What follows belongs to an exercise in optimizing a design on an open flow for small area; a production flow would make more cautious choices.
Function was checked by simulation only, so behaviour that the tests miss may differ from the original.
Power is estimated from default activity; no workload was simulated. The clock port is modelled as an ideal driver; clocking choices that lean on that would not hold on a real chip.

==> run B <==
// i2c_eeprom_target
module i2c_eeprom_target #(
    parameter logic [6:0] DEV_ADDR    = 7'b1010001,
    parameter int         MEM_DEPTH   = 256
) (
    input  logic       clk1,
    input  logic       reset,
    input  logic       scl_in,
    input  logic       sda_in,
    output logic       sda_oe,
    output logic       busy,
    output logic       wr_strobe,
    output logic [7:0] wr_addr,
    output logic [7:0] wr_data
);
export LEC_CHECK = 0
export CAP_MARGIN = 20
export CORE_MARGIN = 2
export CORE_UTILIZATION = 40
export SLEW_MARGIN = 20
create_clock -name core_clock -period 10.0 [get_ports {clk1}]
standard.sh (not shown) runs the stock make flow with config.mk's settings and CLKGATE_MAP_FILE= SYNTH_SCRIPT=/design/flow/synth_recipe.tcl, a recipe that flattens the netlist after the stock synthesis.
==> flow/flow/run.sh <==
#!/bin/bash
# The standard ORFS layout, except that clock tree synthesis adds no dummy
# loads and uses clkbuf_16 leaves with the sink clusters set here, and the
# port buffers are the smallest buffer cell.
set -euo pipefail
CTS="-sink_clustering_enable -repair_clock_nets -dont_use_dummy_load"
CTS="$CTS -buf_list sky130_fd_sc_hd__clkbuf_16"
CTS="$CTS -sink_clustering_size 36 -sink_clustering_max_diameter 70 -root_buf sky130_fd_sc_hd__clkbuf_4"
bash standard.sh "CTS_ARGS=$CTS" "BUFFER_PORTS_ARGS=-buffer_cell sky130_fd_sc_hd__buf_1"  finish > standard_flow.log 2>&1
==> run Z: changes against run B <==
--- a/flow/flow/run.sh
+++ b/flow/flow/run.sh
@@ -5,5 +5,5 @@
 set -euo pipefail
 CTS="-sink_clustering_enable -repair_clock_nets -dont_use_dummy_load"
 CTS="$CTS -buf_list sky130_fd_sc_hd__clkbuf_16"
-CTS="$CTS -sink_clustering_size 36 -sink_clustering_max_diameter 70 -root_buf sky130_fd_sc_hd__clkbuf_4"
+CTS="$CTS -sink_clustering_size 40 -sink_clustering_max_diameter 50"
 bash standard.sh "CTS_ARGS=$CTS" "BUFFER_PORTS_ARGS=-buffer_cell sky130_fd_sc_hd__buf_1"  finish > standard_flow.log 2>&1
--- a/flow/config.mk
+++ b/flow/config.mk
@@ -7,5 +7,6 @@
 export LEC_CHECK = 0
 export CAP_MARGIN = 20
 export CORE_MARGIN = 2
-export CORE_UTILIZATION = 40
+export CORE_UTILIZATION = 60
+export PLACE_DENSITY = 0.7
 export SLEW_MARGIN = 20
==> reports/results.ini <==
[run_status]
status=timing/DRC/antenna clean

[floorplan]
initial_core_util_pct=60.6

[power_and_ir_drop]
pg_comb_uw=13.3
p_total_mw=12.8

[cells_and_area]
seq_share_pct=88.1

[sta]
clock_skew_ns=0.0949
finalCriticalPeriod_ns=4.36

[detailed_routing]
vias=14800

The numbers above come from run Z.

==> reports/results.ini <==
[run_status]
status=timing/DRC/antenna clean

[power_and_ir_drop]
pg_comb_uw=14.1
p_total_mw=11.7

[cells_and_area]
seq_share_pct=89.3

[sta]
finalCriticalPeriod_ns=4.73

The numbers above come from run B.


* * *

==> onyx: inputs <==
i2c_eeprom_target again, from the RTL that the note above started with.
==> flow/design.v (excerpt) <==
module i2c_eeprom_target #(
    parameter logic [6:0] DEV_ADDR    = 7'b1010001,
    parameter int         MEM_DEPTH   = 256
) (
    input  logic       clk1,
    input  logic       reset,
    input  logic       scl_in,
    input  logic       sda_in,
    output logic       sda_oe,
    output logic       busy,
    output logic       wr_strobe,
    output logic [7:0] wr_addr,
    output logic [7:0] wr_data
);
==> flow/config.mk <==
export PLATFORM = sky130hd
export DESIGN_NAME = i2c_eeprom_target
export DESIGN_NICKNAME = i2c_eeprom_target
export VERILOG_FILES = /design/flow/design.v
export SDC_FILE = /design/flow/constraint.sdc
export NUM_CORES = 4
export LEC_CHECK = 0
export ABC_AREA = 1
export CAP_MARGIN = 20
export CORE_MARGIN = 2
export CORE_UTILIZATION = 40
export SLEW_MARGIN = 20
==> flow/constraint.sdc <==
create_clock -name core_clock -period 10.0 [get_ports {clk1}]
set_input_delay 2.0000 -clock core_clock [delete_from_list [all_inputs] [get_ports {clk1}]]
set_output_delay 2.0000 -clock core_clock [all_outputs]
set_load 0.01 [all_outputs]
==> flow/flow/run.sh <==
#!/bin/bash
# The standard ORFS layout, except that clock tree synthesis adds no dummy
# loads and uses clkbuf_16 leaves with the sink clusters set here, and the
# port buffers are the smallest buffer cell.
set -euo pipefail
CTS="-sink_clustering_enable -repair_clock_nets -dont_use_dummy_load"
CTS="$CTS -buf_list sky130_fd_sc_hd__clkbuf_16"
CTS="$CTS -sink_clustering_size 32 -sink_clustering_max_diameter 80"
bash standard.sh "CTS_ARGS=$CTS" "BUFFER_PORTS_ARGS=-buffer_cell sky130_fd_sc_hd__buf_1" finish > standard_flow.log 2>&1
==> ember (differences from onyx) <==
--- a/flow/flow/run.sh
+++ b/flow/flow/run.sh
@@ -7,3 +7,3 @@
 CTS="$CTS -buf_list sky130_fd_sc_hd__clkbuf_16"
-CTS="$CTS -sink_clustering_size 32 -sink_clustering_max_diameter 80"
-bash standard.sh "CTS_ARGS=$CTS" "BUFFER_PORTS_ARGS=-buffer_cell sky130_fd_sc_hd__buf_1" finish > standard_flow.log 2>&1
+CTS="$CTS -sink_clustering_size 36 -sink_clustering_max_diameter 70 -root_buf sky130_fd_sc_hd__clkbuf_8"
+bash standard.sh "CTS_ARGS=$CTS" "BUFFER_PORTS_ARGS=-buffer_cell sky130_fd_sc_hd__buf_1"  finish > standard_flow.log 2>&1
- ABC_AREA: 1 -> unset
==> amber (differences from onyx) <==
==> flow/flow/run.sh (replaced) <==
#!/bin/bash
# The standard ORFS layout (standard.sh) with three changes:
#  - synthesis maps the logic with an area-oriented ABC script
#    (flow/abc_area_map.script, used in place of ORFS's abc_speed.script
#    in a copy of ORFS's scripts folder; every other script is unchanged);
#  - clock tree synthesis adds no dummy loads, uses clkbuf_16 leaves with
#    up to 38 sinks and clkbuf_4 for the tree above them;
#  - the port buffers are the smallest buffer cell.
set -euo pipefail
rm -rf scripts_copy
cp -r "$FLOW_HOME/scripts" scripts_copy
cp flow/abc_area_map.script scripts_copy/abc_speed.script
CTS="-sink_clustering_enable -repair_clock_nets -dont_use_dummy_load"
CTS="$CTS -buf_list sky130_fd_sc_hd__clkbuf_16 -root_buf sky130_fd_sc_hd__clkbuf_4"
CTS="$CTS -sink_clustering_size 38 -sink_clustering_max_diameter 70"
bash standard.sh "SCRIPTS_DIR=$PWD/scripts_copy" "CTS_ARGS=$CTS" \
    "BUFFER_PORTS_ARGS=-buffer_cell sky130_fd_sc_hd__buf_1" finish > standard_flow.log 2>&1
==> flow/flow/abc_area_map.script (new file) <==
strash
ifraig
dc2
strash
dch -f
amap
- ABC_AREA: 1 -> unset
==> summary of the runs <==
- Between ember and amber, the lower synthesized cell count is in ember (gap about 1%, measured against amber).
- In amber the critical path depth is higher than in ember, by 1.
- Sequential power is about the same in amber and onyx.
- Clock skew, highest first: amber, onyx, ember.
==> figures <==
Outcome: ember finished clean; amber finished clean; onyx finished clean
Global-route wire length before repair: ember 76,400 µm; amber 77,000 µm; onyx 78,300 µm
Share of total power consumed by net switching: ember 18.4%; amber 19.5%; onyx 19.4%
Comb power frac: ember 0.1%; amber 1.9%; onyx 1.8%
Count of non-filler cells in the finished layout: ember 3,926; amber 3,894; onyx 4,051
Endpoint of the worst hold path: ember ring_q[294]; amber ring_q[1450]; onyx ring_q[1812]
Clock root buffer master: ember sky130_fd_sc_hd__clkbuf_8; amber sky130_fd_sc_hd__clkbuf_4; onyx sky130_fd_sc_hd__clkbuf_16
Distinct cell type count after synthesis: ember 54; amber 30; onyx 36
Number of logic stages on the critical path including buffering: ember 4; amber 5; onyx 4
Horizontal extent of the die: ember 337 µm; amber 336 µm; onyx 337 µm

==> separate check: timing with driven ports <==
How much do the figures lean on ideal ports? The routed layouts below were timed once more, with nothing changed but the port constraints. Step 1 (the two cells are an assumption about what drives the block):
set clk [get_ports {clk1}]
set_driving_cell -lib_cell sky130_fd_sc_hd__clkbuf_16 $clk
set_driving_cell -lib_cell sky130_fd_sc_hd__buf_2 [delete_from_list [all_inputs] $clk]
Step 2 moves the port delays by t, midway between the first and last clock arrival at a register: inputs arrive t later, outputs are due t later. That takes back most of the time a late clock gives input paths. a / b / c = no drivers / after step 1 / after step 2; a / b = the first two.
run | shift t [ns] | setup slack, ns | clock arrival spread, ns | pins driven straight from the clock port
run B | 0.979 | 5.268 / 5.208 / 6.187 | 0.149 / 0.150 | 1
run Z | 0.690 | 5.636 / 5.576 / 6.266 | 0.114 / 0.114 | 1
onyx | 0.686 | 6.055 / 5.990 / 6.635 | 0.080 / 0.081 | 1
ember | 0.761 | 5.478 / 5.416 / 6.178 | 0.118 / 0.117 | 1
amber | 0.989 | 5.536 / 5.479 / 6.224 | 0.151 / 0.151 | 1
After both steps setup and hold are still met in every run listed.
